This is an optimization exercise on Yosys and OpenROAD, whose aim is small area and a short achievable clock period, not a production implementation.
Where RTL was checked, it was by simulation tests only, not by an equivalence proof against the original.
The RTL of run 4 was laid out without a check of its function.
The clock port is modelled as an ideal driver; clocking choices that lean on that would not hold on a real chip.
No activity file was given, so power comes from the tool's default toggle rates.

==> design.v <==
`default_nettype none
package or_tree_pkg;
    typedef logic [6-1:0] tree_idx_t;
    typedef logic [6+2:0] page_idx_t;
    typedef logic [2:0]                 page_ofs_t;
    typedef logic [4-1:0]   req_id_t;
    typedef logic [15-1:0]   node_vec_t;
    typedef logic [3-1:0] grid_idx_t;
    typedef logic [3:0]                 level_bits_t;
    typedef enum logic [1:0] {
        size_4k,
        size_2k,
        size_1k,
        size_512
    } req_size_e;
    typedef enum logic [1:0] {
        reason_none,
        reason_no_space,
        reason_not_allocated
    } fail_reason_e;
    typedef struct packed {
        req_id_t   id;
        tree_idx_t block;
        req_size_e size;
    } alloc_req_t;
    typedef struct packed {
        req_id_t   id;
        page_idx_t page;
        req_size_e size;
    } free_req_t;
    typedef struct packed {
        req_id_t      id;
        page_idx_t    page;
        logic         fail;
        fail_reason_e reason;
    } alloc_rsp_t;
    typedef struct packed {
        req_id_t      id;
        logic         fail;
        fail_reason_e reason;
    } free_rsp_t;
    typedef struct packed {
        grid_idx_t   row;
        grid_idx_t   col;
        level_bits_t levels;
    } at_update_t;
    function automatic logic [7:0] leaf_mask(req_size_e size, page_ofs_t offset);
        logic [7:0] ones;
        case (size)
            2'd0:    ones = 8'hff;
            2'd1:    ones = 8'h0f;
            2'd2:    ones = 8'h03;
            default: ones = 8'h01;
        endcase
        leaf_mask = ones << offset;
    endfunction
    function automatic logic is_aligned(req_size_e size, page_ofs_t offset);
        case (size)
            2'd0:    is_aligned = offset == 3'd0;
            2'd1:    is_aligned = offset[1:0] == 2'd0;
            2'd2:    is_aligned = !offset[0];
            default: is_aligned = 1'b1;
        endcase
    endfunction
endpackage
`default_nettype wire
`timescale 1ns/1ns
`default_nettype none
module tree_ram (
    input  logic                   clk,
    input  logic [1:0]             rd_hi,
    input  logic [31:0]            rd_lo,
    output logic [7:0]             rd_data,
    input  logic                   clr,       
    input  logic [7:0]             wr_hi_n,   
    input  logic [7:0]             wr_lo_n,   
    input  logic [7:0]             wr_data
);
    localparam int depth = 1 << 6;
    logic [7:0] mem [depth];
    logic [7:0] grp [8];
    logic [7:0] wd;
    assign wd = clr ? 8'h00 : wr_data;
    always_ff @(posedge clk) begin
        for (int b = 0; b < depth; b++) begin
            if (!(wr_hi_n[b / 8] || wr_lo_n[b % 8])) begin
                mem[b] <= wd;
            end
        end
    end
    always_comb begin
        for (int i = 0; i < 8; i++) begin
            grp[i] = '0;
            for (int j = 0; j < 8; j++) begin
                grp[i] = grp[i] | (mem[8*i+j] & {8{rd_lo[8*(i/2)+j]}});
            end
        end
        rd_data = '0;
        for (int i = 0; i < 8; i++) begin
            rd_data = rd_data | (grp[i] & {8{rd_hi[i%2]}});
        end
    end
endmodule
`default_nettype wire
`timescale 1ns/1ns
`default_nettype none
module alloc_pick (
    input  logic [3:0]             size_oh,    
    input  logic [7:0]             leaves,
    output or_tree_pkg::page_ofs_t offset,
    output logic                   fail,
    output logic [7:0]             take
);
    logic [3:0] used2;    
    logic [1:0] used4;    
    logic [7:0] first1;   
    logic [3:0] first2;   
    logic [1:0] first4;   
    logic       first8;   
    logic [8:0] below1;   
    logic [4:0] below2;   
    always_comb begin
        for (int j = 0; j < 4; j++) used2[j] = |leaves[2*j +: 2];
        for (int k = 0; k < 2; k++) used4[k] = |leaves[4*k +: 4];
        below1[0] = 1'b1;
        for (int i = 0; i < 8; i++) below1[i+1] = below1[i] && leaves[i];
        below2[0] = 1'b1;
        for (int j = 0; j < 4; j++) below2[j+1] = below2[j] && used2[j];
        for (int i = 0; i < 8; i++) first1[i] = !leaves[i] && below1[i];
        for (int j = 0; j < 4; j++) first2[j] = !used2[j] && below2[j];
        first4[0] = !used4[0];
        first4[1] = !used4[1] && used4[0];
        first8    = !used4[0] && !used4[1];
    end
    always_comb begin
        for (int i = 0; i < 8; i++) begin
            take[i] = (size_oh[3] && first1[i]) ||
                      (size_oh[2] && first2[i/2]) ||
                      (size_oh[1] && first4[i/4]) ||
                      (size_oh[0] && first8);
        end
        fail = !((size_oh[3] && !(&leaves)) ||
                 (size_oh[2] && !(&used2)) ||
                 (size_oh[1] && !(&used4)) ||
                 (size_oh[0] && first8));
        offset[2] = (size_oh[3] && (|first1[7:4])) ||
                    (size_oh[2] && (|first2[3:2])) ||
                    (size_oh[1] && first4[1]);
        offset[1] = (size_oh[3] && (first1[2] || first1[3] || first1[6] || first1[7])) ||
                    (size_oh[2] && (first2[1] || first2[3]));
        offset[0] = size_oh[3] && (first1[1] || first1[3] || first1[5] || first1[7]);
    end
endmodule
`default_nettype wire
`timescale 1ns/1ns
`default_nettype none
module free_check (
    input  logic [3:0]             size_oh,    
    input  or_tree_pkg::page_ofs_t offset,
    input  logic [7:0]             leaves,
    output logic                   fail,
    output logic [7:0]             kept    
);
    logic [7:0] mask;
    logic [7:0] ones;
    logic       aligned;
    assign ones = {{4{size_oh[0]}}, {2{size_oh[0] | size_oh[1]}}, !size_oh[3], 1'b1};
    assign mask = ones << offset;
    assign aligned = (size_oh[0] && offset == 3'd0) || (size_oh[1] && offset[1:0] == 2'd0) ||
                     (size_oh[2] && !offset[0]) || size_oh[3];
    assign fail = !aligned || !(&(leaves | ~mask));
    assign kept = leaves & ~mask;
endmodule
`default_nettype wire
`timescale 1ns/1ns
`default_nettype none
module or_tree (
    input  logic                    clk,
    input  logic                    rst_n,
    input  logic                    alloc_valid,
    input  or_tree_pkg::alloc_req_t alloc_req,
    input  logic                    free_valid,
    input  or_tree_pkg::free_req_t  free_req,
    output logic                    alloc_rsp_valid,
    output or_tree_pkg::alloc_rsp_t alloc_rsp,
    output logic                    free_rsp_valid,
    output or_tree_pkg::free_rsp_t  free_rsp,
    output logic                    at_update_valid,
    output or_tree_pkg::at_update_t at_update
);
    function automatic or_tree_pkg::level_bits_t level_full(logic [7:0] l);
        level_full = {|l,
                      (|l[3:0]) & (|l[7:4]),
                      (|l[1:0]) & (|l[3:2]) & (|l[5:4]) & (|l[7:6]),
                      &l};
    endfunction
    logic                    s1_alloc_valid;
    logic                    s1_free_valid;
    or_tree_pkg::req_id_t    s1_id;
    logic [1:0]              s1_hi;
    logic [31:0]             s1_lo;
    or_tree_pkg::req_size_e  s1_size;
    or_tree_pkg::page_ofs_t  s1_ofs;
    logic                    s2_alloc_valid;
    logic                    s2_free_valid;
    or_tree_pkg::req_id_t    s2_id;
    or_tree_pkg::tree_idx_t  s2_block;
    or_tree_pkg::page_ofs_t  s2_ofs;
    logic [7:0]              s2_leaves;
    logic [7:0]              rd_data;
    or_tree_pkg::page_ofs_t  pick_ofs;
    logic                    pick_fail;
    logic [7:0]              pick_take;
    logic [3:0]              s2_size_oh;
    or_tree_pkg::level_bits_t alloc_levels;
    or_tree_pkg::level_bits_t free_levels;
    logic                    chk_fail;
    logic [7:0]              chk_kept;
    logic [7:0]              new_leaves;
    or_tree_pkg::tree_idx_t  in_block;
    or_tree_pkg::tree_idx_t  s1_block;
    logic                    upd_ok;
    logic                    clr;
    logic [7:0]              wr_hi_n;
    logic [7:0]              wr_lo_n;
    logic [7:0]              wr_data;
    always_ff @(posedge clk) begin
        s1_alloc_valid <= rst_n && alloc_valid;
        s1_free_valid  <= rst_n && free_valid;
        s2_alloc_valid <= rst_n && s1_alloc_valid;
        s2_free_valid  <= rst_n && s1_free_valid;
    end
    assign in_block = free_valid ? free_req.page[6+2:3] : alloc_req.block;
    always_comb begin
        s1_block = '0;
        s1_block[3] = s1_hi[1];
        for (int i = 0; i < 32; i++) begin
            if (s1_lo[i]) s1_block = s1_block | {2'(i / 8), 1'b0, 3'(i)};
        end
    end
    always_ff @(posedge clk) begin
        if (free_valid) begin
            s1_id    <= free_req.id;
            s1_size  <= free_req.size;
        end else begin
            s1_id    <= alloc_req.id;
            s1_size  <= alloc_req.size;
        end
        s1_hi[0] <= !in_block[3];
        s1_hi[1] <= in_block[3];
        for (int i = 0; i < 32; i++) begin
            s1_lo[i] <= {in_block[5:4], in_block[2:0]} == 5'(i);
        end
        s1_ofs    <= free_req.page[2:0];
        s2_id     <= s1_id;
        s2_block  <= s1_block;
        for (int k = 0; k < 4; k++) s2_size_oh[k] <= s1_size == 2'(k);
        s2_ofs    <= s1_ofs;
        s2_leaves <= rd_data;
    end
    tree_ram u_ram (
        .clk      (clk),
        .rd_hi    (s1_hi),
        .rd_lo    (s1_lo),
        .rd_data  (rd_data),
        .clr      (clr),
        .wr_hi_n  (wr_hi_n),
        .wr_lo_n  (wr_lo_n),
        .wr_data  (wr_data)
    );
    alloc_pick u_pick (
        .size_oh    (s2_size_oh),
        .leaves     (s2_leaves),
        .offset     (pick_ofs),
        .fail       (pick_fail),
        .take       (pick_take)
    );
    free_check u_check (
        .size_oh    (s2_size_oh),
        .offset     (s2_ofs),
        .leaves     (s2_leaves),
        .fail       (chk_fail),
        .kept       (chk_kept)
    );
    assign new_leaves = s2_free_valid ? chk_kept : s2_leaves | pick_take;
    assign upd_ok     = s2_alloc_valid || (s2_free_valid && !chk_fail);
    function automatic logic at_most_one4(logic [3:0] x);
        at_most_one4 = !(((x[0] | x[1]) & (x[2] | x[3])) | (x[0] & x[1]) | (x[2] & x[3]));
    endfunction
    function automatic or_tree_pkg::level_bits_t alloc_level_full(logic [3:0] sz,
                                                                  logic [7:0] l);
        logic [3:0] u2, f2;    
        logic [1:0] u4, f4;    
        logic       e2_le1;    
        logic       z_le1;     
        logic       lo_full;   
        logic       none;      
        logic       none_lo;   
        for (int j = 0; j < 4; j++) begin
            u2[j] = l[2*j] | l[2*j+1];
            f2[j] = l[2*j] & l[2*j+1];
        end
        for (int k = 0; k < 2; k++) begin
            u4[k] = |l[4*k +: 4];
            f4[k] = &l[4*k +: 4];
        end
        e2_le1 = at_most_one4(~u2);
        z_le1  = at_most_one4(~l[3:0]) & at_most_one4(~l[7:4]) & (&l[3:0] | &l[7:4]);
        lo_full = (u2[1] | f2[0]) & (u2[2] | (f2[0] & f2[1])) & (u2[3] | (f2[0] & f2[1] & f2[2]));
        none_lo = !(l[0] | l[2] | l[1] | l[3]);
        none    = !(l[0] | l[4] | l[2] | l[6] | l[1] | l[5] | l[3] | l[7]);
        alloc_level_full[3] = 1'b1;
        alloc_level_full[2] = (sz[0] & (none | (u4[0] & u4[1]))) |
                              (sz[1] & (u4[0] | u4[1])) |
                              (sz[2] & (u4[1] | (u2[0] & u2[1]))) |
                              (sz[3] & (u4[1] | f4[0]));
        alloc_level_full[1] = (sz[0] & (none | &u2)) |
                              (sz[1] & (none_lo | (u2[0] & u2[1])) & ((u4[0] & ~u4[1]) | (u2[2] & u2[3]))) |
                              (sz[2] & e2_le1) |
                              (sz[3] & e2_le1 & lo_full);
        alloc_level_full[0] = (sz[0] & (none | &l)) |
                              (sz[1] & (none_lo | f4[0]) & ((u4[0] & ~u4[1]) | f4[1])) |
                              (sz[2] & (l == 8'hff || l == 8'hfc || l == 8'hf3 ||
                                        l == 8'hcf || l == 8'h3f)) |
                              (sz[3] & z_le1);
    endfunction
    always_comb begin
        alloc_levels    = alloc_level_full(s2_size_oh, s2_leaves);
        free_levels     = level_full(chk_kept);
        free_levels[0]  = 1'b0;
    end
    always_ff @(posedge clk) begin
        alloc_rsp_valid <= rst_n && s2_alloc_valid;
        free_rsp_valid  <= rst_n && s2_free_valid;
        at_update_valid <= rst_n && upd_ok;
        clr             <= !rst_n;
        for (int i = 0; i < 8; i++) begin
            wr_hi_n[i] <= rst_n && !(upd_ok && s2_block[5:3] == 3'(i));
            wr_lo_n[i] <= rst_n && s2_block[2:0] != 3'(i);
        end
    end
    always_ff @(posedge clk) begin
        alloc_rsp.id     <= s2_id;
        alloc_rsp.page   <= pick_fail ? '0 : {s2_block, pick_ofs};
        alloc_rsp.fail   <= pick_fail;
        alloc_rsp.reason <= pick_fail ? or_tree_pkg::reason_no_space : or_tree_pkg::reason_none;
        free_rsp.id      <= s2_id;
        free_rsp.fail    <= chk_fail;
        free_rsp.reason  <= chk_fail ? or_tree_pkg::reason_not_allocated : or_tree_pkg::reason_none;
        at_update.row    <= s2_block[6-1 -: 3];
        at_update.col    <= s2_block[3-1:0];
        at_update.levels <= s2_free_valid ? free_levels : alloc_levels;
        wr_data          <= new_leaves;
    end
endmodule
`default_nettype wire
==> flow/run.sh <==
#!/bin/bash
# Layout flow: the standard layout (standard.sh), with these changes.
# 0. The port buffers that global placement inserts are buf_2 cells.
# 1. TritonCTS clusters up to 25 sinks per leaf buffer (clkbuf_16 only), so the tree has
#    fewer, fuller leaf buffers.
# 3. Timing repair may resize a cell to one of another footprint (MATCH_CELL_FOOTPRINT=0).
# Each tool's full output goes to a log file in this folder (ORFS's own logs are under orfs/logs).
set -euo pipefail
export BUFFER_PORTS_ARGS="-buffer_cell sky130_fd_sc_hd__buf_2"
export CTS_ARGS="-sink_clustering_enable -repair_clock_nets -sink_clustering_size 25 -sink_clustering_max_diameter 100 -buf_list sky130_fd_sc_hd__clkbuf_16"
export POST_CTS_TCL="$PWD/flow/post_cts.tcl"
bash standard.sh MATCH_CELL_FOOTPRINT=0 SKIP_CTS_REPAIR_TIMING=1 finish > log_standard.txt 2>&1
==> flow/post_cts.tcl <==
# Sourced by ORFS's cts.tcl (POST_CTS_TCL) after clock tree synthesis, with the CTS-stage timing
# repair skipped there so that it runs here on the final clock tree.
# 1. Remove the clock tree's root buffer: it only drives the first-level buffers, and the clock
#    port drives those directly.
# 3. Repair setup timing and legalise, as cts.tcl does.
set block [ord::get_db_block]
set port_net [[$block findBTerm clk] getNet]
set root ""
foreach it [$port_net getITerms] { set root [$it getInst] }
set rname [$root getName]
set out_net ""
foreach it [$root getITerms] { if {[$it isOutputSignal]} { set out_net [$it getNet] } }
set loads {}
foreach it [$out_net getITerms] { if {[$it getInst] != $root} { lappend loads $it } }
puts "post_cts: root $rname ([[$root getMaster] getName]) drives [llength $loads] pins"
if {[llength $loads] > 2} { error "root drives more than 2 pins" }
foreach it $loads { $it disconnect; $it connect $port_net }
odb::dbInst_destroy $root
odb::dbNet_destroy $out_net

proc pin_of {inst io} {
  foreach it [$inst getITerms] {
    if {[[$it getMTerm] getSigType] ne "SIGNAL"} continue
    if {$io eq "out" && [$it isOutputSignal]} { return $it }
    if {$io eq "in" && [$it isInputSignal]} { return $it }
  }
  error "no $io pin on [$inst getName]"
}

proc centre {iterms} {
  set sx 0; set sy 0
  foreach it $iterms { set b [[$it getInst] getBBox]; set sx [expr {$sx + ([$b xMin] + [$b xMax]) / 2}]; set sy [expr {$sy + ([$b yMin] + [$b yMax]) / 2}] }
  set n [llength $iterms]
  return [list [expr {$sx / $n}] [expr {$sy / $n}]]
}

set k 0
foreach mid_in [$port_net getITerms] {
  set mid [$mid_in getInst]
  set mnet [[pin_of $mid out] getNet]
  set mloads {}
  foreach it [$mnet getITerms] { if {[$it getInst] != $mid} { lappend mloads $it } }
  if {[llength $mloads] < 2} continue
  # split along the wider side of the loads' spread
  set xs {}; set ys {}
  foreach it $mloads { set b [[$it getInst] getBBox]; lappend xs [$b xMin]; lappend ys [$b yMin] }
  set xs [lsort -integer $xs]; set ys [lsort -integer $ys]
  if {[lindex $xs end] - [lindex $xs 0] >= [lindex $ys end] - [lindex $ys 0]} { set axis 0 } else { set axis 1 }
  set keyed {}
  foreach it $mloads { set b [[$it getInst] getBBox]; lappend keyed [list [expr {$axis ? [$b yMin] : [$b xMin]}] $it] }
  set keyed [lsort -integer -index 0 $keyed]
  set half [expr {[llength $keyed] / 2}]
  set stay {}; set move {}
  set i 0
  foreach e $keyed { if {$i < $half} { lappend stay [lindex $e 1] } else { lappend move [lindex $e 1] }; incr i }
  set new [odb::dbInst_create $block [$mid getMaster] "[$mid getName]_split"]
  set nnet [odb::dbNet_create $block "[$mnet getName]_split"]
  $nnet setSigType CLOCK
  [pin_of $new in] connect $port_net
  [pin_of $new out] connect $nnet
  foreach it $move { $it disconnect; $it connect $nnet }
  lassign [centre $stay] x y
  $mid setLocation $x $y
  lassign [centre $move] x y
  $new setLocation $x $y
  $new setPlacementStatus PLACED
  puts "post_cts: split [$mid getName]: [llength $stay] + [llength $move] leaf buffers"
  incr k
}
set n [llength [$port_net getITerms]]
puts "post_cts: clock port drives $n pins"
if {$n > 4} { error "clock port drives more than 4 pins" }

estimate_parasitics -placement
repair_timing_helper
set result [catch { detailed_placement } msg]
if { $result != 0 } { error "Detailed placement failed after CTS repair: $msg" }
check_placement -verbose
==> standard.sh <==
#!/bin/bash
# synth_recipe.tcl (not shown) runs the flow's synth.tcl, then flattens the netlist and writes it again
# the make line also repeats each setting of config.mk as NAME=value (left out here)
make -C /OpenROAD-flow-scripts/flow DESIGN_CONFIG=/design/flow/config.mk WORK_HOME=/design/flow/orfs CLKGATE_MAP_FILE= SYNTH_SCRIPT=/design/flow/synth_recipe.tcl "${@:-finish}"
==> config.mk <==
export PLATFORM = sky130hd
export DESIGN_NAME = or_tree
export DESIGN_NICKNAME = or_tree
export VERILOG_FILES = /design/flow/design.v
export SDC_FILE = /design/flow/constraint.sdc
export NUM_CORES = 4
export LEC_CHECK = 0
export CAP_MARGIN = 20
export CORE_MARGIN = 2
export CORE_UTILIZATION = 60
export SETUP_SLACK_MARGIN = 3.15
export SLEW_MARGIN = 20
==> constraint.sdc <==
create_clock -name core_clock -period 5.0 [get_ports {clk}]
set_input_delay 1.0000 -clock core_clock [delete_from_list [all_inputs] [get_ports {clk}]]
set_output_delay 1.0000 -clock core_clock [all_outputs]
set_load 0.01 [all_outputs]
==> summary.txt, run 1 <==
Clocking
  – CTS tree: yes
  – Clock transition at path regs: 0.10 ns
  – Clock Latency Late Sink: between 0.3 and 0.4 ns
  – Clock sinks: 637

Timing
  – Slew Limit Headroom: 0.192
  – Sum Neg Setup Slack: 0 ns
  – Final hold violations: 0
  – Count of final max-slew check failures: 0
  – Least-Margin Pin Slew: 1.21 ns
  – Final worst path period share: 0.382
  – Max Freq: roughly 520 MHz
  – Setup-failing EPs final: 0
  – Tmin final: about 1.9 ns
  – Final Skew: a little over 0.04 ns
  – RSZ-0062 raised after global routing: true

GRT
  – First-pass GRT wire length: ~97 mm
  – Pin count of the biggest net entering global routing: 65
  – Initial antenna violation count: 1
  – GR Overflow Total: 0
  – Vias in the first global route: about 13000
  – Overall routing resource usage: 0.355

Run status
  – Status: no timing/DRC/antenna violations

Synthesis
  – Number of distinct library cells after synthesis: 60
  – Most used DFF post-synth: edfxtp_1
  – Async SR Flop Fraction: 0
  – Cell area after synthesis: 22900 µm²
  – Post-synthesis mux area share: 0.00661
  – Post-synthesis sequential area ratio: 0.780
  – Syn Area/Cell: about 16 µm²
  – Post-Synthesis Cells: ~1500
  – Yosys reg bits: between 600 and 700
  – Post-synthesis compound-gate area fraction: 0.123
  – Yosys warns: 5
  – Post-synth EDFFs: 512
  – Post-synthesis xor/xnor area fraction: 0.000382
  – Synth Area in Adders: 0.000437
  – Synth Area in Simple Gates: 0.0655
  – Main combinational cell family by area after synthesis: compound AO/OA/AOI/OAI gates

Detailed routing
  – Antenna-violating nets left: 0
  – Met1 Wirelength: 27.2 mm
  – Drt wl/cell: 34.1 µm
  – DR WL met3: just over 9 mm
  – Max Used Layer: met5
  – Post-Route WL: between 60 and 70 mm
  – DRC Markers: 0
  – Metal2 WL: 30.7 mm
  – DRT iter0 DRCs: 2136
  – Vias per inst: between 7 and 8
  – DR vias: 14500
  – DRT Pass-1 Iters: 6

Finish
  – Area delta synth->final: 11.1%
  – NumNets Final: 1552
  – Layout Cells excl Fill: 2054
  – # diodes: 0
  – Number of fill cells: 2676
  – Share of layout cells above drive strength 1: 0.181

Die
  – I/O Pins: 67
  – DIE AREA: a little under 40000 µm²
  – Num rows: 71
  – Initial core utilization: 0.608
  – Core area: 37700 µm²
  – Chip Height: between 150 and 200 µm
  – Die width: 199 µm

Critical path
  – Startpoint types: flop
  – CP Class: reg -> reg
  – CP Data Arrival Time: approximately 2.2 ns
  – Critical Path Fanout Max: 16
  – R2R setup slack: 3.09 ns
  – CP Capture Type: flop
  – Required @ worst endpoint: ~5.3 ns

Power and ir drop
  – Logic gate share of total power: 0.125
  – Power per cell area: 440 nW/µm²
  – IR drop worst, VDD: 0.402 mV
  – Seq pwr share: 0.636
  – Internal cell power: 0.00823 W
  – Clock network power share: 0.239
  – Switch share: 0.266
  – Switch Pwr: around 0.0030 W
  – Leakage: 8.77 nW

Place
  – IO buf count: 64
  – Inst Count DP: between 1500 and 2000
  – Routability cong.: roughly 0.91
  – Placed wire-length estimate: around 43 mm

Run
  – Max cap viols: 0

Min path
  – Hold crit path type: reg -> reg
[through the flow]
stage	setup slack [ns]	cell area, µm²	power (W)	util	hold slack, ns
after floorplan	2.52	22900	0.00776	-	0.310
after global placement	2.42	23900	0.00842	0.634	0.311
after global routing	3.10	25500	0.0115	0.676	0.338
after detailed placement	2.44	23900	0.00846	0.634	0.312
final	3.09	25500	0.0112	0.676	0.331
[worst max-delay path, stage by stage (launching register included)]
cell and delay [ns]:
dfxtp_1 0.31, buf_4 0.25, a22oi_1 0.32, nand4_1 0.23, o41ai_4 0.57, nand2_1 0.09
[placed cells by master (no fill, tap or decap), types with 22 or more instances in the layout]
cell / netlist / layout
dfxtp_2: 0 / 22
nand2_1: 50 / 49
nand3_1: 24 / 22
clkbuf_16: 0 / 30
buf_6: 2 / 30
a22oi_1: 213 / 202
buf_4: 9 / 52
a22o_1: 26 / 25
nand4_1: 53 / 53
o21ai_0: 29 / 28
edfxtp_1: 512 / 512
nor2_1: 124 / 105
inv_1: 17 / 39
buf_2: 11 / 45
dfxtp_1: 125 / 90
[sequential cells by signal, summed over array words and instances (netlist names), 2 cells and up]
signal      cells
u_ram.mem     512
s1_lo          32
alloc_rsp      13
at_update      10
s2_leaves       8
wr_data         8
wr_hi_n         8
wr_lo_n         8
s2_block        6
s1_id           4
s2_id           4
s2_size_oh      4
s1_ofs          3
s2_ofs          3
free_rsp        2
s1_hi           2
s1_size         2
[power by group through the flow]
stage                     sequential (W)  combinational [W]  clock, W
after floorplan                  0.00701           0.000752         0
final                            0.00713            0.00140   0.00268
after global placement           0.00717            0.00125         0
after global routing             0.00718            0.00148   0.00286
after detailed placement         0.00719            0.00127         0
[layout make-up, clock buffers not listed]
cell class	instances	area, µm²	area share
clock inverters	24	98.8	0.00388
flip-flops and latches	637	18000	0.705
plain buffers	2	50.0	0.00197
inverters	17	63.8	0.00251
repair buffers	129	988	0.0388
multi-input cells	706	4960	0.195
well taps	511	639	0.0251
[cell families (layout without fill, tap and decap cells)]
family	Yosys count	count (layout)
AOI/OAI and AO/OA	376	376
and+or+nand+nor	311	312
buffers and inverters	130	200
adders and majority gates	1	1
other	1	2
xor gates and xnor gates	1	1
muxes	14	14
DFF	637	637
[final timing paths]
| check | start | endpoint | cells past startpoint |
|---|---|---|---|
| setup / recovery | s1_lo[0] | s2_leaves[3] | 5 |
| hold / removal | s2_id[1] | alloc_rsp[13] | 0 |
| setup reg to reg | s1_lo[0] | s2_leaves[3] | 5 |
| hold reg to reg | s2_id[1] | alloc_rsp[13] | 0 |
[per-layer routing]
metal	track usage	up-vias
met3	0.0868	164
met1	0.524	7374
met5	0	-
li1	-	5903
met2	0.520	1062
met4	0.126	2
[Yosys cell counts, types with 10 or more instances]
cell,count,area share
o41ai_1,15,0.0057
nor2_1,124,0.020
edfxtp_1,512,0.67
o21ai_0,29,0.0063
nand2_1,50,0.0082
and2_1,13,0.0035
inv_1,17,0.0028
nand4_1,53,0.014
nor4_1,10,0.0027
a22oi_1,213,0.070
clkbuf_1,84,0.014
nand3_1,24,0.0052
a22o_1,26,0.0099
nor3_1,10,0.0022
buf_2,11,0.0024
dfxtp_1,125,0.11
a221oi_1,23,0.0088
nor2b_1,11,0.0030
a21oi_1,20,0.0044
==> run 2, diff against run 1 <==
==> flow/run.sh (replaced) <==
#!/bin/bash
# Layout flow: the standard layout (standard.sh), with these changes.
# 0. The port buffers that global placement inserts are buf_1 cells.
# 1. TritonCTS clusters up to 25 sinks per leaf buffer (clkbuf_16 only), so the tree has
#    fewer, fuller leaf buffers.
# 3. Timing repair may resize a cell to one of another footprint (MATCH_CELL_FOOTPRINT=0).
# Each tool's full output goes to a log file in this folder (ORFS's own logs are under orfs/logs).
set -euo pipefail
export BUFFER_PORTS_ARGS="-buffer_cell sky130_fd_sc_hd__buf_1"
export CTS_ARGS="-sink_clustering_enable -repair_clock_nets -sink_clustering_size 25 -sink_clustering_max_diameter 100 -buf_list sky130_fd_sc_hd__clkbuf_16"
export POST_CTS_TCL="$PWD/flow/post_cts.tcl"
bash standard.sh MATCH_CELL_FOOTPRINT=0 SKIP_CTS_REPAIR_TIMING=1 finish > log_standard.txt 2>&1
==> summary.txt, run 2 <==
Power and ir drop
  – Leakage: 8.88 nW (+1.3%)
  – Internal cell power: 0.00827 W (+0.48%)
  – Overall Power: 0.0113 W (+0.82%)
  – Power per cell area: 435 nW/µm² (-1.1%)
  – Clock network power share: 0.239 (about the same)
  – Seq pwr share: 0.631 (-0.005)
  – Logic gate share of total power: 0.130 (+0.005)
  – Switch share: 0.268 (+0.00252)
  – IR drop worst, VDD: 0.319 mV (-21%)
  – Switch Pwr: 0.00303 W (+1.8%)

Die
  – Die width: 199 µm (unchanged)
  – I/O Pins: 67 (unchanged)
  – Initial core utilization: 0.608 (unchanged)
  – DIE AREA: 39800 µm² (unchanged)
  – Chip Height: 199 µm (unchanged)
  – Core area: 37700 µm² (unchanged)
  – Num rows: 71 (unchanged)

Timing
  – Slew Limit Headroom: 0.214 (+0.0222)
  – Max Freq: 534 MHz (+2.0%)
  – Least-Margin Pin Slew: 1.17 ns (-0.0332 ns)
  – Setup-failing EPs final: 0 (unchanged)
  – Count of final max-slew check failures: 0 (unchanged)
  – Final hold violations: 0 (unchanged)
  – RSZ-0062 raised after global routing: true
  – Sum Neg Setup Slack: 0 ns (unchanged)
  – Final Skew: 0.0474 ns (+0.00639 ns)
  – Final worst path period share: 0.375 (-0.00753)
  – Tmin final: 1.87 ns (-0.0377 ns)

Detailed routing
  – Post-Route WL: 70.6 mm (+0.88%)
  – DRT Pass-1 Iters: 6 (unchanged)
  – Drt wl/cell: 34.1 µm (+0.20%)
  – DRT iter0 DRCs: 2235 (+4.6%)
  – Antenna-violating nets left: 0 (unchanged)
  – DRC Markers: 0 (unchanged)
  – Vias per inst: 7.03 (-0.38%)
  – DR vias: 14500 (+0.30%)

Finish
  – Area delta synth->final: 13.3%
  – Largest regs: u_ram.mem: 512 flops, s1_lo: 32 flops, alloc_rsp: 13 flops
  – Most flop-heavy register: u_ram.mem
  – # diodes: 0 (unchanged)
  – NumNets Final: 1566 (+0.90%)
  – Most frequent cells in the layout: 512 x edfxtp_1, 200 x a22oi_1, 96 x nor2_1
  – Most common cell after layout, fill and taps aside: edfxtp_1
  – Max reg flops: 512 (unchanged)
  – Share of layout cells above drive strength 1: 0.198 (+0.0170)

Min path
  – Hold Crit Endpoint: s2_ofs[2]
  – Min-delay src: s1_ofs[2]
  – Hold crit path type: reg -> reg
  – Hold Crit Depth: 0 (unchanged)

GRT
  – Initial antenna violation count: 2 (+1)
  – First-pass GRT wire length: 97.8 mm (+0.95%)
  – GR Overflow Total: 0 (unchanged)
  – Pin count of the biggest net entering global routing: 65 (unchanged)
  – Vias in the first global route: 13400 (+1.5%)
  – Overall routing resource usage: 0.358 (+0.00354)

Critical path
  – CP Class: reg -> reg
  – Reg2reg start: s1_lo[15]
  – CP Data Arrival Time: 2.12 ns (-0.05 ns)
  – Startpoint types: flop
  – Required @ worst endpoint: 5.25 ns (about the same)
  – FF-to-FF End: s2_leaves[7]
  – CP Capture Type: flop
  – CP Cell Sequence: buf_4, a22oi_1, nand4_1, o41ai_4, nand2_1
  – R2R setup slack: 3.13 ns (+0.04 ns)
  – FF-to-FF path depth: 5 (unchanged)
  – Crit path largest cell delay: 0.57 ns (about the same)
  – Critical Path Fanout Max: 18 (+2)
  – CP max stage cell: o41ai_4

Synthesis
  – Post-synth EDFFs: 512 (unchanged)
  – Synth top area share: 0.671 (unchanged)
  – Post-synthesis sequential area ratio: 0.780 (unchanged)
  – Yosys warns: 5 (unchanged)
  – Post-synthesis compound-gate area fraction: 0.123 (unchanged)
  – Post-synthesis xor/xnor area fraction: 0.000382 (unchanged)
  – Async SR Flop Fraction: 0 (unchanged)
  – Leading cell type by number of instances after synthesis: edfxtp_1
  – Commonest cells post-synth: 512 x edfxtp_1, 213 x a22oi_1, 125 x dfxtp_1, 124 x nor2_1, 84 x clkbuf_1
  – Post-Synthesis Cells: 1471 (unchanged)
  – Syn Area/Cell: 15.6 µm² (unchanged)
  – Post-synthesis mux area share: 0.00661 (unchanged)
  – Cell area after synthesis: 22900 µm² (unchanged)
  – Synth Area in Adders: 0.000437 (unchanged)
  – Synth area leader: edfxtp_1
  – Synth top area cells: edfxtp_1 67%, dfxtp_1 11%, a22oi_1 7.0%, nor2_1 2.0%, nand4_1 1.4%
  – Main combinational cell family by area after synthesis: compound AO/OA/AOI/OAI gates
  – Most used DFF post-synth: edfxtp_1
  – Synth Area in Simple Gates: 0.0655 (unchanged)
  – Yosys reg bits: 637 (unchanged)
  – Number of distinct library cells after synthesis: 60 (unchanged)

Clocking
  – Clock Latency Late Sink: 0.39 ns (about the same)
  – Clock sinks: 637 (unchanged)
  – CTS tree: yes
  – Clock transition at path regs: 0.10 ns (about the same)

Run status
  – Status: no timing/DRC/antenna violations

Place
  – Routability cong.: 0.917 (+0.94%)
  – Placed wire-length estimate: 42.9 mm (+0.59%)
  – IO buf count: 64 (unchanged)

Run
  – Max cap viols: 0 (unchanged)
==> run 2: how the worst max path moves through the flow <==
stage / start / end / slack [ns] / cells past startpoint
5_1_grt: s1_lo[5] / s2_leaves[7] / 3.09 / 5
6_report: s1_lo[15] / s2_leaves[7] / 3.13 / 5
3_3_place_gp: free_valid / s1_lo[28] / 2.43 / 5
3_5_place_dp: free_valid / s1_lo[28] / 2.43 / 5
2_1_floorplan: clr / u_ram.mem[0][0] / 2.52 / 1
==> run 2: logic make-up (layout without fill, tap and decap cells) <==
group,Yosys count,after routing
multiplexers,14,14
AND/OR/NAND/NOR,311,312
AO/OA/AOI/OAI,376,376
XOR/XNOR,1,1
flip-flops,637,637
buffers and inverters,130,214
adder cells (fa/ha/maj),1,1
other,1,2
==> run 2: power groups by stage <==
stage	clock network (W)	logic (W)	registers, W
final	0.00270	0.00146	0.00713
after global routing	0.00289	0.00155	0.00719
after detailed placement	0	0.00125	0.00719
after global placement	0	0.00124	0.00717
after floorplan	0	0.000752	0.00701
==> run 2: cell type report, clock buffers not listed <==
| class | instances | area [µm²] |
|---|---|---|
| Fill cell | 2632 | 11700 |
| Inverter | 17 | 63.8 |
| Timing Repair Buffer | 143 | 1170 |
| Sequential cell | 637 | 18000 |
| Tap cell | 511 | 639 |
| Multi-Input combinational cell | 706 | 5240 |
| Clock inverter | 24 | 119 |
| Buffer | 2 | 50.0 |
==> run 2: critical path: cells and delay by family (launching register included) <==
family,cells,cell delay (ns)
compound gates,2,0.88
buf+inv,1,0.24
flops,1,0.31
simple gates,2,0.32
==> run 2: stage by stage <==
step | utilization | hold slack (ns) | worst slack [ns] | area (µm²) | std cells
2_1_floorplan | - | 0.310 | 2.52 | 22900 | 1472
3_3_place_gp | 0.631 | 0.311 | 2.43 | 23800 | 1988
3_5_place_dp | 0.632 | 0.313 | 2.43 | 23800 | 1989
5_1_grt | 0.689 | 0.332 | 3.09 | 26000 | 2068
6_report | 0.689 | 0.318 | 3.13 | 26000 | 2068
==> run 2: metal layers <==
layer  vias up  global-route usage  part of all wire
met5         -                   0           0.00017
met4         2               0.121             0.039
met3       174              0.0842              0.14
met2      1175               0.528              0.44
met1      7268               0.532              0.38
li1       5929                   -                 -
==> run 3, diff against run 2 <==
==> flow/run.sh (replaced) <==
#!/bin/bash
# Layout flow: the standard layout (standard.sh), with these changes.
# 0. The port buffers that global placement inserts are buf_2 cells.
# 1. TritonCTS clusters up to 25 sinks per leaf buffer (clkbuf_8 or clkbuf_16), so the tree has
#    fewer, fuller leaf buffers.
# 3. Timing repair may resize a cell to one of another footprint (MATCH_CELL_FOOTPRINT=0).
# Each tool's full output goes to a log file in this folder (ORFS's own logs are under orfs/logs).
set -euo pipefail
export BUFFER_PORTS_ARGS="-buffer_cell sky130_fd_sc_hd__buf_2"
export CTS_ARGS="-sink_clustering_enable -repair_clock_nets -sink_clustering_size 25 -sink_clustering_max_diameter 100 -buf_list {sky130_fd_sc_hd__clkbuf_8 sky130_fd_sc_hd__clkbuf_16}"
export POST_CTS_TCL="$PWD/flow/post_cts.tcl"
bash standard.sh MATCH_CELL_FOOTPRINT=0 SKIP_CTS_REPAIR_TIMING=1 finish > log_standard.txt 2>&1
==> summary.txt, run 3 <==
Detailed routing
  – DRT Pass-1 Iters: 6 (unchanged)
  – DR vias: 14500 (-0.30%)
  – Post-Route WL: 70.0 mm (-0.87%)
  – Vias per inst: 7.06 (+0.38%)
  – DRT iter0 DRCs: 2136 (-4.4%)
  – Antenna-violating nets left: 0 (unchanged)
  – Drt wl/cell: 34.1 µm (-0.20%)
  – DRC Markers: 0 (unchanged)

Timing
  – Sum Neg Setup Slack: 0 ns (unchanged)
  – Final Skew: 0.0410 ns (-0.00639 ns)
  – Least-Margin Pin Slew: 1.21 ns (+0.0332 ns)
  – RSZ-0062 raised after global routing: true
  – Slew Limit Headroom: 0.192 (-0.0222)
  – Final hold violations: 0 (unchanged)
  – Max Freq: 523 MHz (-2.0%)
  – Final worst path period share: 0.382 (+0.00753)
  – Count of final max-slew check failures: 0 (unchanged)
  – Setup-failing EPs final: 0 (unchanged)
  – Tmin final: 1.91 ns (+0.0377 ns)
  – Worst Slack Setup Final: 3.09 ns (-0.0377 ns)

Synthesis
  – Post-Synthesis Cells: 1471 (unchanged)
  – Synth top area share: 0.671 (unchanged)
  – Syn Area/Cell: 15.6 µm² (unchanged)
  – Synth top area cells: edfxtp_1 67%, dfxtp_1 11%, a22oi_1 7.0%, nor2_1 2.0%, nand4_1 1.4%
  – Post-synthesis sequential area ratio: 0.780 (unchanged)
  – Yosys warns: 5 (unchanged)
  – Number of distinct library cells after synthesis: 60 (unchanged)
  – Post-synth EDFFs: 512 (unchanged)
  – Commonest cells post-synth: 512 x edfxtp_1, 213 x a22oi_1, 125 x dfxtp_1, 124 x nor2_1, 84 x clkbuf_1
  – Yosys reg bits: 637 (unchanged)
  – Synth area leader: edfxtp_1
  – Async SR Flop Fraction: 0 (unchanged)
  – Most used DFF post-synth: edfxtp_1
  – Cell area after synthesis: 22900 µm² (unchanged)
  – Leading cell type by number of instances after synthesis: edfxtp_1

Place
  – Placed wire-length estimate: 42.6 mm (-0.59%)
  – IO buf count: 64 (unchanged)
  – Pre-CTS setup slack: 2.44 ns (+0.0128 ns)
  – Post-DP Area: 23900 µm² (+0.38%)
  – Routability cong.: 0.908 (-0.93%)

Power and ir drop
  – Internal cell power: 0.00823 W (-0.47%)
  – Leakage: 8.77 nW (-1.3%)
  – Logic gate share of total power: 0.125 (-0.005)
  – Switch Pwr: 0.00298 W (-1.7%)
  – Clock network power share: 0.239 (about the same)
  – Switch share: 0.266 (-0.00252)
  – Seq pwr share: 0.636 (+0.005)
  – Overall Power: 0.0112 W (-0.82%)
  – IR drop worst, VDD: 0.402 mV (+26%)
  – Power per cell area: 440 nW/µm² (+1.1%)

Die
  – I/O Pins: 67 (unchanged)
  – Die width: 199 µm (unchanged)
  – Num rows: 71 (unchanged)
  – Core area: 37700 µm² (unchanged)
  – Initial core utilization: 0.608 (unchanged)
  – Chip Height: 199 µm (unchanged)
  – DIE AREA: 39800 µm² (unchanged)

GRT
  – Overall routing resource usage: 0.355 (-0.00354)
  – Initial antenna violation count: 1 (-1)
  – GR Overflow Total: 0 (unchanged)
  – Pin count of the biggest net entering global routing: 65 (unchanged)
  – Vias in the first global route: 13200 (-1.5%)
  – First-pass GRT wire length: 96.9 mm (-0.94%)

Clocking
  – Clock transition at path regs: 0.10 ns (about the same)
  – Clock Latency Late Sink: 0.38 ns (about the same)
  – CTS tree: yes
  – Clock sinks: 637 (unchanged)

Critical path
  – Required @ worst endpoint: 5.26 ns (about the same)
  – CP Class: reg -> reg
  – CP Data Arrival Time: 2.17 ns (+0.05 ns)
  – CP Capture Type: flop
  – Critical Path Fanout Max: 16 (-2)
  – Startpoint types: flop

Finish
  – Final Instance Area: 25500 µm² (-1.9%)
  – # diodes: 0 (unchanged)
  – Most flop-heavy register: u_ram.mem
  – Most frequent cells in the layout: 512 x edfxtp_1, 202 x a22oi_1, 105 x nor2_1
  – Utilization after layout: 0.676 (-0.0133)
  – Max reg flops: 512 (unchanged)
  – NumNets Final: 1552 (-0.89%)
  – Share of layout cells above drive strength 1: 0.181 (-0.0170)
  – Area delta synth->final: 11.1%
  – Most common cell after layout, fill and taps aside: edfxtp_1
  – Largest regs: u_ram.mem: 512 flops, s1_lo: 32 flops, alloc_rsp: 13 flops

Run status
  – Status: no timing/DRC/antenna violations

Min path
  – Hold crit path type: reg -> reg

Run
  – Max cap viols: 0 (unchanged)
==> run 3: cell counts after synthesis <==
No cell type changed its count.
==> run 3: per-stage QoR <==
stage,std cells,hold slack (ns)
finish,2054,0.331
detailed placement,1989,0.312
global route,2054,0.338
floorplan,1472,0.310
global placement,1989,0.311
==> run 3: metal layers <==
metal	GRT usage	routed length, µm	up-vias
li1	-	-	5903
met1	0.524	27200	7374
met2	0.520	30700	1062
met3	0.0868	9170	164
met4	0.126	2880	2
met5	0	9	-
==> run 3: power groups by stage <==
stage	Sequential, W	Combinational (W)	Clock (W)
floorplan	0.00701	0.000752	0
global placement	0.00717	0.00125	0
detailed placement	0.00719	0.00127	0
global route	0.00718	0.00148	0.00286
finish	0.00713	0.00140	0.00268
==> run 3: kinds of logic after synthesis <==
logic type | count (synthesis) | share of synthesized area
simple gates | 311 | 0.0655
fa+ha+maj | 1 | 0.000437
compound gates | 376 | 0.123
buf+inv | 130 | 0.0242
xor+xnor | 1 | 0.000382
other cells | 1 | 0.000164
mux | 14 | 0.00661
flops | 637 | 0.780
==> run 3: final cells by class, clock buffers not listed <==
class	count	area, µm²
Inverter	17	63.8
Clock inverter	24	98.8
Timing Repair Buffer	129	988
Multi-Input combinational cell	706	4960
Tap cell	511	639
Fill cell	2676	12200
Sequential cell	637	18000
Buffer	2	50.0
==> run 3: path summary, 6_finish.rpt <==
| kind | from | end | slack (ns) | cells past startpoint |
|---|---|---|---|---|
| max | s1_lo[0] | s2_leaves[3] | 3.09 | 5 |
| min | s2_id[1] | alloc_rsp[13] | 0.33 | 0 |
| max reg2reg | s1_lo[0] | s2_leaves[3] | 3.09 | 5 |
| min reg2reg | s2_id[1] | alloc_rsp[13] | 0.33 | 0 |
==> run 3: worst max-delay path, cell delays in order, from the launching register on <==
cell and delay (ns):
dfxtp_1 0.31, buf_4 0.25, a22oi_1 0.32, nand4_1 0.23, o41ai_4 0.57, nand2_1 0.09
==> run 4, diff against run 3 <==
--- a/design.v
+++ b/design.v
@@ -68,8 +68,8 @@
 `default_nettype none
 module tree_ram (
     input  logic                   clk,
-    input  logic [1:0]             rd_hi,
-    input  logic [31:0]            rd_lo,
+    input  logic [3:0]             rd_hi,
+    input  logic [15:0]            rd_lo,
     output logic [7:0]             rd_data,
     input  logic                   clr,       
     input  logic [7:0]             wr_hi_n,   
@@ -92,12 +92,12 @@
         for (int i = 0; i < 8; i++) begin
             grp[i] = '0;
             for (int j = 0; j < 8; j++) begin
-                grp[i] = grp[i] | (mem[8*i+j] & {8{rd_lo[8*(i/2)+j]}});
+                grp[i] = grp[i] | (mem[8*i+j] & {8{rd_lo[8*(i/4)+j]}});
             end
         end
         rd_data = '0;
         for (int i = 0; i < 8; i++) begin
-            rd_data = rd_data | (grp[i] & {8{rd_hi[i%2]}});
+            rd_data = rd_data | (grp[i] & {8{rd_hi[i%4]}});
         end
     end
 endmodule
@@ -197,8 +197,8 @@
     logic                    s1_alloc_valid;
     logic                    s1_free_valid;
     or_tree_pkg::req_id_t    s1_id;
-    logic [1:0]              s1_hi;
-    logic [31:0]             s1_lo;
+    logic [3:0]              s1_hi;
+    logic [15:0]             s1_lo;
     or_tree_pkg::req_size_e  s1_size;
     or_tree_pkg::page_ofs_t  s1_ofs;
     logic                    s2_alloc_valid;
@@ -233,9 +233,11 @@
     assign in_block = free_valid ? free_req.page[6+2:3] : alloc_req.block;
     always_comb begin
         s1_block = '0;
-        s1_block[3] = s1_hi[1];
-        for (int i = 0; i < 32; i++) begin
-            if (s1_lo[i]) s1_block = s1_block | {2'(i / 8), 1'b0, 3'(i)};
+        for (int i = 0; i < 4; i++) begin
+            if (s1_hi[i]) s1_block[4:3] = s1_block[4:3] | 2'(i);
+        end
+        for (int i = 0; i < 16; i++) begin
+            if (s1_lo[i]) s1_block = s1_block | {1'(i / 8), 2'b00, 3'(i)};
         end
     end
     always_ff @(posedge clk) begin
@@ -246,10 +248,11 @@
             s1_id    <= alloc_req.id;
             s1_size  <= alloc_req.size;
         end
-        s1_hi[0] <= !in_block[3];
-        s1_hi[1] <= in_block[3];
-        for (int i = 0; i < 32; i++) begin
-            s1_lo[i] <= {in_block[5:4], in_block[2:0]} == 5'(i);
+        for (int i = 0; i < 4; i++) begin
+            s1_hi[i] <= in_block[4:3] == 2'(i);
+        end
+        for (int i = 0; i < 16; i++) begin
+            s1_lo[i] <= {in_block[5], in_block[2:0]} == 4'(i);
         end
         s1_ofs    <= free_req.page[2:0];
         s2_id     <= s1_id;
==> flow/run.sh (replaced) <==
#!/bin/bash
# Layout flow: the standard layout (standard.sh), with these changes.
# 0. The port buffers that global placement inserts are buf_2 cells.
# 1. TritonCTS clusters up to 25 sinks per leaf buffer (clkbuf_16 only), so the tree has
#    fewer, fuller leaf buffers.
# 3. Timing repair may resize a cell to one of another footprint (MATCH_CELL_FOOTPRINT=0).
# Each tool's full output goes to a log file in this folder (ORFS's own logs are under orfs/logs).
set -euo pipefail
export BUFFER_PORTS_ARGS="-buffer_cell sky130_fd_sc_hd__buf_2"
export CTS_ARGS="-sink_clustering_enable -repair_clock_nets -sink_clustering_size 25 -sink_clustering_max_diameter 100 -buf_list sky130_fd_sc_hd__clkbuf_16"
export POST_CTS_TCL="$PWD/flow/post_cts.tcl"
bash standard.sh MATCH_CELL_FOOTPRINT=0 SKIP_CTS_REPAIR_TIMING=1 finish > log_standard.txt 2>&1
==> summary.txt, run 4 <==
Run status
  – Status: no timing/DRC/antenna violations

Critical path
  – CP Capture Type: flop
  – Crit path largest cell delay: 0.39 ns (-0.18 ns)
  – CP Cell Sequence: or3_4, a2bb2oi_2, o211ai_2, o221ai_2, o41ai_4, buf_6, a41oi_2
  – Startpoint types: flop
  – Required @ worst endpoint: 5.24 ns (-0.02 ns)
  – CP max stage cell: or3_4
  – CP Class: reg -> reg
  – Buf/Inv on CP: 1 (unchanged)
  – Critical Path Fanout Max: 8 (-8)
  – Delay-heaviest family, CP: compound AO/OA/AOI/OAI gates
  – CP Data Arrival Time: 2.20 ns (+0.03 ns)

Detailed routing
  – DRC Markers: 0 (unchanged)
  – DR vias: 13700 (-5.8%)
  – DRT iter0 DRCs: 1692 (-21%)
  – Post-Route WL: 62.3 mm (-11%)
  – Drt wl/cell: 31.0 µm (-9.1%)
  – DRT Pass-1 Iters: 5 (-1)
  – Vias per inst: 6.79 (-3.9%)
  – Antenna-violating nets left: 0 (unchanged)

GRT
  – Met1 Resource Use GR: 0.463 (-0.0604)
  – Met3 usage: 0.0544 (-0.0323)
  – Most Used Layer, Global Route: met2
  – Pin count of the biggest net entering global routing: 65 (unchanged)
  – Overall routing resource usage: 0.315 (-0.0397)
  – Met2 Usage GRT: 0.496 (-0.0244)
  – GR Overflow Total: 0 (unchanged)
  – Initial antenna violation count: 0 (-1)
  – First-pass GRT wire length: 88.0 mm (-9.2%)
  – Vias in the first global route: 12700 (-3.9%)

Place
  – Routability cong.: 0.866 (-4.6%)
  – Placed wire-length estimate: 36.6 mm (-14%)
  – IO buf count: 64 (unchanged)
  – Pre-CTS setup slack: 2.50 ns (+0.0612 ns)

Clocking
  – Clock Latency Late Sink: 0.38 ns (about the same)
  – Clock sinks: 623 (-2.2%)
  – Clock transition at path regs: 0.10 ns (about the same)
  – CTS tree: yes

Run
  – Max cap viols: 0 (unchanged)

Die
  – Num rows: 71 (unchanged)
  – Chip Height: 198 µm (-0.50%)
  – I/O Pins: 67 (unchanged)
  – Die width: 198 µm (-0.50%)
  – Initial core utilization: 0.606 (-0.00195)
  – DIE AREA: 39400 µm² (-1.0%)
  – Core area: 37400 µm² (-0.71%)

Synthesis
  – Leading cell type by number of instances after synthesis: edfxtp_1
  – Yosys warns: 5 (unchanged)
  – Post-synthesis xor/xnor area fraction: 0.000772 (+0.000390)
  – Post-synthesis sequential area ratio: 0.776 (-0.00427)
  – Synth top area share: 0.678 (+0.00696)
  – Post-synthesis mux area share: 0.00386 (-0.00275)
  – Post-Synthesis Cells: 1424 (-3.2%)
  – Main combinational cell family by area after synthesis: compound AO/OA/AOI/OAI gates
  – Post-synth EDFFs: 512 (unchanged)
  – Most used DFF post-synth: edfxtp_1
  – Number of distinct library cells after synthesis: 64 (+6.7%)
  – Synth Area in Adders: 0.000441 (+0.00000453)
  – Post-synthesis compound-gate area fraction: 0.137 (+0.0149)
  – Commonest cells post-synth: 512 x edfxtp_1, 115 x nor2_1, 111 x dfxtp_1, 90 x a22o_1
  – Cell area after synthesis: 22700 µm² (-1.0%)
  – Syn Area/Cell: 15.9 µm² (+2.2%)
  – Synth top area cells: edfxtp_1 68%, dfxtp_1 9.8%, a22o_1 3.5%, a221oi_1 3.4%, a22oi_1 2.9%
  – Synth area leader: edfxtp_1
  – Synth Area in Simple Gates: 0.0555 (-0.00997)
  – Async SR Flop Fraction: 0 (unchanged)
  – Yosys reg bits: 623 (-2.2%)

Finish
  – Max reg flops: 512 (unchanged)
  – Most flop-heavy register: u_ram.mem
  – Area delta synth->final: 11.2% (about the same)
  – # diodes: 0 (unchanged)
  – Share of layout cells above drive strength 1: 0.196 (+0.0144)
  – NumNets Final: 1510 (-2.7%)
  – Most frequent cells in the layout: 512 x edfxtp_1, 101 x nor2_1, 89 x a22o_1
  – Largest regs: u_ram.mem: 512 flops, s1_lo: 16 flops, alloc_rsp: 13 flops
  – Most common cell after layout, fill and taps aside: edfxtp_1

Timing
  – Max Freq: 510 MHz (-2.5%)
  – Worst Slack Setup Final: 3.04 ns (-0.0498 ns)
  – Final hold violations: 0 (unchanged)
  – Least-Margin Pin Slew: 1.07 ns (-0.141 ns)
  – Sum Neg Setup Slack: 0 ns (unchanged)
  – RSZ-0062 raised after global routing: true
  – Final Skew: 0.0346 ns (-0.00643 ns)
  – Slew Limit Headroom: 0.286 (+0.0944)
  – Tmin final: 1.96 ns (+0.0498 ns)
  – Count of final max-slew check failures: 0 (unchanged)
  – Final worst path period share: 0.392 (+0.00997)
  – Setup-failing EPs final: 0 (unchanged)

Power and ir drop
  – Switch Pwr: 0.00277 W (-6.8%)
  – Seq pwr share: 0.637 (about the same)
  – Switch share: 0.259 (-0.00697)
  – Logic gate share of total power: 0.123 (-0.002)
  – Leakage: 8.69 nW (-0.86%)
  – IR drop worst, VDD: 0.347 mV (-14%)
  – Clock network power share: 0.240 (about the same)
  – Internal cell power: 0.00796 W (-3.3%)
  – Power per cell area: 425 nW/µm² (-3.4%)

Min path
  – Hold crit path type: reg -> reg
[run 4: cell count changes in the layout (fill, tap and decap cells not counted), sizes merged, moves of 15 or more]
cell / change
a221oi: +66
a22o: +64
a22oi: -123
nand2: -18
nand3: +15
nand4: -26
[run 4: worst reg2reg max path: cells and delay by family, from the launching register on]
kind	cells	cell delay, ns
AOI/OAI and AO/OA	5	0.90
and+or+nand+nor	1	0.39
DFF	1	0.36
buffers and inverters	1	0.18
[run 4: worst paths after layout]
path | startpoint | to | slack [ns] | depth (start not counted)
max | s2_ofs[2] | wr_hi_n[3] | 3.04 | 7
min | s2_id[2] | alloc_rsp[14] | 0.33 | 0
max reg2reg | s2_ofs[2] | wr_hi_n[3] | 3.04 | 7
min reg2reg | s2_id[2] | alloc_rsp[14] | 0.33 | 0
[run 4: layout make-up, clock buffers not listed]
| cell class | instances | area, µm² |
|---|---|---|
| tap | 511 | 639 |
| inverter | 18 | 67.6 |
| buffer | 2 | 50.0 |
| sequential | 623 | 17700 |
| timing repair buffer | 131 | 1020 |
| fill | 2577 | 12200 |
| multi-input combinational | 676 | 4980 |
| clock inverter | 24 | 103 |
[run 4: cell families (layout without fill, tap and decap cells)]
family          count (synthesis)  count (layout)
compound gates                396             396
xor+xnor                        2               2
fa+ha+maj                       1               1
buf+inv                       126             202
flops                         623             623
mux                             8               8
other cells                     1               2
simple gates                  267             267
[run 4: per-stage QoR]
| step | instance area, µm² | hold slack, ns | std cells | power, W | utilization |
|---|---|---|---|---|---|
| after floorplan | 22700 | 0.310 | 1425 | 0.00748 | - |
| after global placement | 23400 | 0.314 | 1919 | 0.00804 | 0.625 |
| final | 25200 | 0.330 | 2012 | 0.0107 | 0.674 |
| after global routing | 25200 | 0.336 | 2012 | 0.0111 | 0.674 |
| after detailed placement | 23400 | 0.313 | 1919 | 0.00806 | 0.625 |
[run 4: power groups by stage]
| stage | Sequential (W) | Clock, W | Combinational (W) |
|---|---|---|---|
| 2_1_floorplan | 0.00673 | 0 | 0.000752 |
| 3_3_place_gp | 0.00691 | 0 | 0.00113 |
| 3_5_place_dp | 0.00692 | 0 | 0.00114 |
| 5_1_grt | 0.00688 | 0.00279 | 0.00141 |
| 6_report | 0.00684 | 0.00258 | 0.00132 |
[run 4: per-layer routing]
metal,up-vias,part of all wire
met4,0,0.025
met3,101,0.10
met5,-,0
met2,798,0.47
met1,6980,0.40
li1,5782,-

==> re-timing with driven ports <==
Ports are ideal in the flow. The routed layouts listed here were re-timed in OpenROAD. Step 1 sets driving cells, clkbuf_16 on the clock port and buf_2 on the other inputs (assumed; they add their load-dependent delay and slew). Step 2 moves the port delays by t, midway between the first and last clock arrival at a register: inputs arrive t later, outputs are due t later. That takes back most of the time a late clock gives input paths. Slacks: ideal ports / drivers / drivers and shift; pairs: ideal ports / drivers.
run	shift t [ns]	setup WS [ns]	worst slew at a driven data input, ns	cell pins on the clock port's net
run 1	0.480	3.089 / 3.048 / 2.816	0.04	4
run 2	0.492	3.126 / 3.031 / 2.783	0.04	4
run 3	0.480	3.089 / 3.048 / 2.816	0.04	4
run 4	0.487	3.039 / 3.039 / 2.900	0.03	4
After both steps setup and hold are still met in every run listed. For run 2, which loses most, drivers alone change the setup slack by -0.095 ns; drivers and shift together by -0.343 ns.
